Source: an optimization exercise on an open RTL-to-GDS flow (aim: small area). Production flows keep margins and buffers that such runs may drop. Function was checked by simulation only, so behaviour that the tests miss may differ from the original.

==> inputs of job 2019 <==
==> flow/design.v <==
module ruhman_led_multi #(
    parameter int unsigned N          = 16,
    parameter int unsigned CLK_PER_MS = 100,
    parameter int unsigned HP_W       = 16
) (
    input  logic         clk,
    input  logic         reset_n,
    input  logic         cs,
    input  logic         read,
    input  logic         write,
    input  logic [4:0]   addr,
    input  logic [31:0]  wr_data,
    output logic [31:0]  rd_data,
    output logic [N-1:0] dout
);
    localparam int unsigned   PW        = (CLK_PER_MS > 1) ? $clog2(CLK_PER_MS) : 1;
    localparam logic [PW-1:0] PrescLast = PW'(CLK_PER_MS - 1);
    localparam logic [15:0]   RingInv   = 16'haaaa;
    logic [PW-1:0] presc_q;
    logic [3:0]    phase_q;    
    logic [3:0]    phase_n;
    logic          hold_q;     
    logic          win_q;      
    logic          ms_tick;
    logic          ph0, ph15;
    logic          bus_wr;
    logic          sync_sel;
    logic [15:0]   ch_hp   [N];
    logic [1:0]    ch_mode [N];
    logic [3:0]    ch_bc   [N];
    logic [N-1:0]  done_vec;
    logic          unused_bits;
    logic [15:0]   wd_hp;
    logic [15:0]   wd_hp_rot;
    logic          wd_hs;
    logic [1:0]    wd_mode;
    logic [3:0]    wd_bc;
    assign bus_wr      = cs && write;
    assign sync_sel    = bus_wr && (addr == 5'd16);
    assign ms_tick     = (presc_q == PrescLast);
    assign ph0         = (phase_q == 4'd0);
    assign ph15        = (phase_q == 4'd15);
    assign phase_n     = phase_q + 4'd1;
    assign unused_bits = read ^ (^wr_data);
    assign wd_hp       = reset_n ? wr_data[15:0] : 16'd0;
    assign wd_hs       = (wd_hp[15:1] == 15'd0);
    assign wd_mode     = reset_n ? wr_data[17:16] : 2'b00;
    assign wd_bc       = reset_n ? wr_data[23:20] : 4'd0;
    always_comb begin
        wd_hp_rot = {wd_hp[0], wd_hp[15:1]};
        if (phase_q[0]) wd_hp_rot = {wd_hp_rot[0], wd_hp_rot[15:1]};
        if (phase_q[1]) wd_hp_rot = {wd_hp_rot[1:0], wd_hp_rot[15:2]};
        if (phase_q[2]) wd_hp_rot = {wd_hp_rot[3:0], wd_hp_rot[15:4]};
        if (phase_q[3]) wd_hp_rot = {wd_hp_rot[7:0], wd_hp_rot[15:8]};
    end
    always_ff @(posedge clk) begin
        if (!reset_n || ms_tick) presc_q <= '0;
        else                     presc_q <= presc_q + PW'(1);
    end
    always_ff @(posedge clk) begin
        if (!reset_n) begin
            phase_q <= '0;
            hold_q  <= 1'b0;
            win_q   <= 1'b0;
        end else begin
            win_q   <= ((ms_tick || hold_q) && ph15) || (win_q && !ph15);
            phase_q <= phase_n;
            hold_q  <= (ms_tick || hold_q) && !ph15;
        end
    end
    for (genvar i = 0; i < N; i++) begin : g_ch
        logic [15:0] hpr_q;        
        logic [15:0] cnr_q;        
        logic [15:0] hpr_v, cnr_v;  
        logic [1:0]  mode_q;
        logic [3:0]  bc_q;
        logic        hs_q;         
        logic        cy_q;         
        logic        stp_q;        
        logic [3:0]  nb_q;         
        logic        led_q, done_q;
        logic        cfg_wr, ld, restart, run, reached, step, adv, clr;
        logic        cy_eff, cbit, nbit, match;
        assign cfg_wr  = bus_wr && (addr == 5'(i));
        assign ld      = cfg_wr || !reset_n;
        assign restart = cfg_wr || (sync_sel && wr_data[i] && mode_q[1]);
        assign run     = ms_tick && mode_q[1] && !done_q && !restart;
        assign reached = stp_q || hs_q;
        assign step    = run && reached;
        assign adv     = run && !reached;
        assign clr     = restart || step;    
        assign hpr_v   = hpr_q ^ RingInv;
        assign cnr_v   = cnr_q ^ RingInv;
        assign cy_eff  = cy_q && !hold_q;
        assign cbit    = cnr_v[0] ^ ph0;      
        assign nbit    = cbit ^ cy_eff;       
        assign match   = (nbit == hpr_v[0]);
        always_ff @(posedge clk) begin
            if (ld) begin
                hpr_q  <= wd_hp_rot ^ RingInv;
                mode_q <= wd_mode;
                bc_q   <= wd_bc;
                hs_q   <= wd_hs;
            end else begin
                hpr_q  <= {hpr_v[0], hpr_v[15:1]} ^ RingInv;
            end
        end
        always_ff @(posedge clk) begin
            if (clr) begin
                cnr_q <= RingInv;
                cy_q  <= 1'b0;
                stp_q <= 1'b0;
            end else begin
                cnr_q <= {cnr_v[0] ^ cy_eff, cnr_v[15:1]} ^ RingInv;
                if (adv)         cy_q <= 1'b1;
                else if (!hold_q) cy_q <= cy_q && cbit;
                if (win_q) stp_q <= (ph0 || stp_q) && match;
            end
        end
        always_ff @(posedge clk) begin
            if (!reset_n) begin
                led_q  <= 1'b0;
                done_q <= 1'b0;
            end else if (restart) begin
                nb_q   <= '0;
                done_q <= 1'b0;
                led_q  <= cfg_wr ? (wr_data[17:16] != 2'b00) : 1'b1;
            end else if (step) begin
                led_q <= !led_q;
                if (mode_q[0] && led_q) begin
                    nb_q   <= nb_q + 4'd1;
                    done_q <= (nb_q + 4'd1 == bc_q);
                end
            end
        end
        assign dout[i]     = led_q;
        assign done_vec[i] = done_q;
        assign ch_hp[i]    = hpr_v;
        assign ch_mode[i]  = mode_q;
        assign ch_bc[i]    = bc_q;
    end
    logic [N-1:0] rd_sel;
    logic [21:0]  rd_ch;
    logic [15:0]  rd_hpr;
    always_comb begin
        rd_ch = '0;
        for (int i = 0; i < N; i++) begin
            rd_sel[i] = (addr == 5'(i));
            rd_ch = rd_ch | ({ch_bc[i], ch_mode[i], ch_hp[i]} & {22{rd_sel[i]}});
        end
        rd_hpr = rd_ch[15:0];
        if (phase_q[0]) rd_hpr = {rd_hpr[14:0], rd_hpr[15]};
        if (phase_q[1]) rd_hpr = {rd_hpr[13:0], rd_hpr[15:14]};
        if (phase_q[2]) rd_hpr = {rd_hpr[11:0], rd_hpr[15:12]};
        if (phase_q[3]) rd_hpr = {rd_hpr[7:0], rd_hpr[15:8]};
        rd_data = {8'h00, rd_ch[21:18], 2'b00, rd_ch[17:16], rd_hpr};
        if (addr == 5'd17) begin
            rd_data[N-1:0]  = dout;
            rd_data[16 +: N] = done_vec;
        end
    end
endmodule
==> flow/flow/run.sh <==
#!/bin/bash
# Own layout flow: the standard ORFS flow (standard.sh), with
#  - clock tree synthesis that clusters more sinks per leaf buffer and inserts no dummy loads
#  - port buffers of the smallest buffer cell.
# Each make target's full output goes to its own log file here.
set -euo pipefail
export CTS_ARGS="-sink_clustering_enable -repair_clock_nets -dont_use_dummy_load -sink_clustering_size 8 -sink_clustering_max_diameter 40 -buf_list sky130_fd_sc_hd__clkbuf_4"
export BUFFER_PORTS_ARGS="-buffer_cell sky130_fd_sc_hd__buf_1"
for t in synth floorplan place cts route finish; do
  bash standard.sh "$t" > "flow_$t.log" 2>&1
done
==> flow/standard.sh <==
#!/bin/bash
# synth_recipe.tcl (not shown) runs the flow's synth.tcl, then flattens the netlist and writes it again
# the make line also repeats each setting of config.mk as NAME=value (left out here)
make -C /OpenROAD-flow-scripts/flow DESIGN_CONFIG=/design/flow/config.mk WORK_HOME=/design/flow/orfs CLKGATE_MAP_FILE= SYNTH_SCRIPT=/design/flow/synth_recipe.tcl "${@:-finish}"
==> flow/config.mk <==
export PLATFORM = sky130hd
export DESIGN_NAME = ruhman_led_multi
export DESIGN_NICKNAME = ruhman_led_multi
export VERILOG_FILES = /design/flow/design.v
export SDC_FILE = /design/flow/constraint.sdc
export NUM_CORES = 4
export LEC_CHECK = 0
export CAP_MARGIN = 20
export CORE_MARGIN = 2
export CORE_UTILIZATION = 78
export PLACE_DENSITY = 0.88
export SLEW_MARGIN = 20
==> flow/constraint.sdc <==
create_clock -name core_clock -period 10.0 [get_ports {clk}]
set_input_delay 2.0000 -clock core_clock [delete_from_list [all_inputs] [get_ports {clk}]]
set_output_delay 2.0000 -clock core_clock [all_outputs]
set_load 0.01 [all_outputs]
==> job 4965 (differences from job 2019) <==
--- a/flow/flow/run.sh
+++ b/flow/flow/run.sh
@@ -5,5 +5,5 @@
 # Each make target's full output goes to its own log file here.
 set -euo pipefail
-export CTS_ARGS="-sink_clustering_enable -repair_clock_nets -dont_use_dummy_load -sink_clustering_size 8 -sink_clustering_max_diameter 40 -buf_list sky130_fd_sc_hd__clkbuf_4"
+export CTS_ARGS="-sink_clustering_enable -repair_clock_nets -dont_use_dummy_load -sink_clustering_size 16 -sink_clustering_max_diameter 60 -buf_list sky130_fd_sc_hd__clkbuf_8"
 export BUFFER_PORTS_ARGS="-buffer_cell sky130_fd_sc_hd__buf_1"
 for t in synth floorplan place cts route finish; do
Settings changed: CORE_UTILIZATION 78 to 70, PLACE_DENSITY 0.88 to 0.8.
==> impl_metrics.toml <==
[outcome]
status = "no timing/DRC/antenna violations"

[finish]
multi_input_area_sq_um = 12100
nFillCells = 2960

[floorplan]
die_area_sq_um = 44700

[pwr]
pg_clk_mw = 1.43
ir_drop_v = 0.000168

[global_route]
grt_pass1_vias = 22600

[placement]
hpwlAfterDp_um = 67400

[clock_network]
htreeDepth = 2
(the above is from job 4965)
==> impl_metrics.toml <==
[global_route]
grt_pass1_vias = 24700
grt_overflow = 0

[finish]
nFillCells = 2116
multi_input_area_sq_um = 12100

[clock_network]
htreeDepth = 3

[floorplan]
die_area_sq_um = 40200

[placement]
hpwlAfterDp_um = 69500

[outcome]
status = "no timing/DRC/antenna violations"
(the above is from job 2019)

port drivers added, routing unchanged:
No port has a modelled driver above. Below, the same layouts with a new extraction and two added sets of constraints.
Step 1, drivers: a clkbuf_16 drives clk and a buf_2 each remaining input, both assumed.
Step 2 adds t to the input delays and takes it off the output delays; t is the mean of the earliest and latest rising clock arrival at the registers after step 1. Input paths then give back, and output paths get back, about the clock's delay inside the block.
Three values: no drivers, after step 1, after step 2; two values: the first two.
run | shift t [ns] | setup WS [ns] | worst setup path at the end
job 2019 | 0.941 | 1.714 / 1.685 / 1.685 | input to output
job 4965 | 0.744 | 1.994 / 1.965 / 1.965 | input to output
After both steps setup and hold are still met in every run listed.
